What follows belongs to an exercise in optimizing a design on an open flow for small area, a short achievable clock period and few clock cycles per item; a production flow would make more cautious choices. The RTL was checked by simulation tests, not by an equivalence proof against the original design.

== job 101 ==
Design direct_form_fir_convolver_unit, start of the top module:
module direct_form_fir_convolver_unit (
  input  wire logic                                clk_i,
  input  wire logic                                rst_ni,
  input  wire logic                                req_valid_i,
  output logic                                     req_ready_o,
  input  wire logic                                req_type_i,
  input  wire logic [dffc_pkg::CIDX_W-1:0]         req_coef_index_i,
  input  wire logic signed [dffc_pkg::COEF_W-1:0]  req_coef_value_i,
  input  wire logic signed [dffc_pkg::SMP_W-1:0]   req_sample_value_i,
  input  wire logic                                req_first_sample_i,
  output logic                                     res_valid_o,
  input  wire logic                                res_ready_i,
  output logic signed [dffc_pkg::SUM_W-1:0]        res_filtered_sum_o
);
export LEC_CHECK = 0
export ABC_AREA = 1
export CAP_MARGIN = 20
export CORE_MARGIN = 2
export CORE_UTILIZATION = 45
export CTS_CLUSTER_DIAMETER = 100
export CTS_CLUSTER_SIZE = 15
export PLACE_DENSITY = 0.55
export SETUP_SLACK_MARGIN = 4.0
export SLEW_MARGIN = 20
export TNS_END_PERCENT = 10
create_clock -name core_clock -period 7.0 [get_ports {clk_i}]
standard.sh (not shown) runs the stock make flow with config.mk's settings and CLKGATE_MAP_FILE= SYNTH_SCRIPT=/design/flow/synth_recipe.tcl, a recipe that flattens the netlist after the stock synthesis.
==> flow/flow/run.sh <==
#!/bin/bash
# Layout flow: the standard flow with three changes.
# 1. Yosys's early generic ABC pass is skipped (synth -noabc). That pass re-expresses
#    the adder tree's majority functions with inverted outputs, so extract_fa leaves an
#    inverter between most pairs of full adders. Registers and their names are unchanged.
# 2. Global routing reserves more of met1 and met2 (flow/fastroute.tcl), so that the
#    detailed router has room for pin access in the dense adder tree.
# 3. Every port still gets a buffer, but a plain buf_4 instead of the delay buffer that
#    buffer_ports picks by default.
set -e
set -o pipefail
export SYNTH_ARGS="-noabc"
export FASTROUTE_TCL="$PWD/flow/fastroute.tcl"
export BUFFER_PORTS_ARGS="-buffer_cell sky130_fd_sc_hd__buf_4"
bash standard.sh synth 2>&1 | tee synth.log > /dev/null
bash standard.sh finish 2>&1 | tee layout.log > /dev/null
==> flow/flow/fastroute.tcl <==
# global routing capacity: keep more of met1 and met2 free for pin access
set_global_routing_layer_adjustment met1 0.5
set_global_routing_layer_adjustment met2 0.3
set_global_routing_layer_adjustment met3-met5 0.2
set_routing_layers -clock met3-met5
set_routing_layers -signal met1-met5
Testbench counts of job 101, summed over its fixed seeds: cycles 2,112, items 768.
What job 102 does differently from job 101 at the input level:
diff --git a/flow/design.v b/flow/design.v
--- a/flow/design.v
+++ b/flow/design.v
@@ -9,19 +9,18 @@
   localparam int unsigned PS_W   = 30;
   localparam int unsigned MAC_LAT = 5;
   localparam int unsigned FIFO_D  = 4;
   localparam int unsigned CREDITS = FIFO_D + 1;
 endpackage
 `default_nettype wire
 `default_nettype none
 module dffc_store (
   input  wire logic                                         clk_i,
-  input  wire logic                                         rst_ni,
   input  wire logic                                         clr_i,
   input  wire logic                                         coef_we_i,
   input  wire logic [dffc_pkg::IDX_W-1:0]                   coef_idx_i,
   input  wire logic [15:0]                                  cval_i,
   input  wire logic [15:0]                                  sval_i,
   input  wire logic                                         smp_we_i,
   input  wire logic                                         first_i,
   output logic                                              ori_o,
   output logic [dffc_pkg::TAPS*dffc_pkg::COEF_W-1:0]        coef_o,
@@ -44,22 +43,20 @@
     assign b2 = xe[2*i+2];
     assign enc[3*i]   = b1 ^ b0;
     assign enc[3*i+1] = (b2 & !b1 & !b0) | (!b2 & b1 & b0);
     assign enc[3*i+2] = b2 & !(b1 & b0);
   end
   assign coef_d = clr_i ? 16'h0000 : cval_i;
   assign sh0    = smp_we_i && !clr_i;
   assign shk    = smp_we_i && !first_i && !clr_i;
   assign swp    = !smp_we_i && !clr_i;
-  always_ff @(posedge clk_i or negedge rst_ni) begin
-    if (!rst_ni) begin
-      ori_q <= 1'b0;
-    end else if (!smp_we_i) begin
+  always_ff @(posedge clk_i) begin
+    if (!smp_we_i) begin
       ori_q <= !ori_q;
     end
   end
   for (genvar j = 0; j < N; j++) begin : g_ent
     always_ff @(posedge clk_i) begin
       if (clr_i || (coef_we_i && (coef_idx_i == dffc_pkg::IDX_W'(j)))) begin
         coef_q[j] <= coef_d;
       end
     end
@@ -4772,19 +4769,18 @@
     end
   end
   logic coef_we, smp_we, ori;
   logic [dffc_pkg::TAPS*dffc_pkg::COEF_W-1:0] coef;
   logic [dffc_pkg::TAPS*12-1:0]              dig;
   assign coef_we = rq_vld_q && !rq_type_q;
   assign smp_we  = rq_vld_q && rq_type_q;
   dffc_store u_store (
     .clk_i      (clk_i),
-    .rst_ni     (rst_ni),
     .clr_i      (!rst_q),
     .coef_we_i  (coef_we),
     .coef_idx_i (rq_idx_q),
     .cval_i     (rq_cval_q),
     .sval_i     (rq_sval_q),
     .smp_we_i   (smp_we),
     .first_i    (rq_first_q),
     .ori_o      (ori),
     .coef_o     (coef),
Notes after the runs:
The end point of the critical path comes out u_mac.q1[2]$_DFF_P_ in one run and u_store.ha_q[32][3]$_DFF_P_ in the other, namely in job 101 and job 102 respectively.
Worst setup slack after layout on job 102 is behind job 101.
In the flow results for job 102 and job 101, the clock period minus worst slack is smaller on job 101.
Going from job 101 to job 102, critical-path maximum fanout saw an increase; total non-filler cell area in the finished layout -1.4%; met3 track utilization from global routing increased 1.3 points.
Comparing job 102 and job 101, the higher fraction of the yosys area taken by sequential cells was measured on job 102.
As far as instance count of the mapped netlist is concerned, job 102 and job 101 perform about the same.
Looking at number of gates resized after CTS, job 102 sits about 30% below job 101.
Job 102 against job 101; tap cell count is down slightly.
Job 101 → job 102: sequential cell count stayed essentially flat, placement-stage cell area decreased by 1.3% relative to the old numbers.
Testbench counts of job 102, summed over its fixed seeds: cycles 2,112, items 768.

==> static timing again, ports no longer ideal <==
How much do the figures lean on ideal ports? The routed layouts below were timed once more, with nothing changed but the port constraints.
Step 1 assumes that a clkbuf_16 drives the clock port and a buf_2 every other input.
Step 2 moves the port delays by t, midway between the first and last clock arrival at a register: inputs arrive t later, outputs are due t later. That takes back most of the time a late clock gives input paths.
Slacks: no drivers / after step 1 / after step 2; pairs: no drivers / after step 1.
run	t (ns)	setup WS [ns]	worst hold slack (ns)	worst setup path at the end
job 101	1.284	3.720 / 3.649 / 3.720	0.193 / 0.077 / 0.328	register to register
job 102	1.263	3.625 / 3.564 / 3.625	0.241 / 0.116 / 0.326	register to register
After both steps every run listed still meets setup and hold.
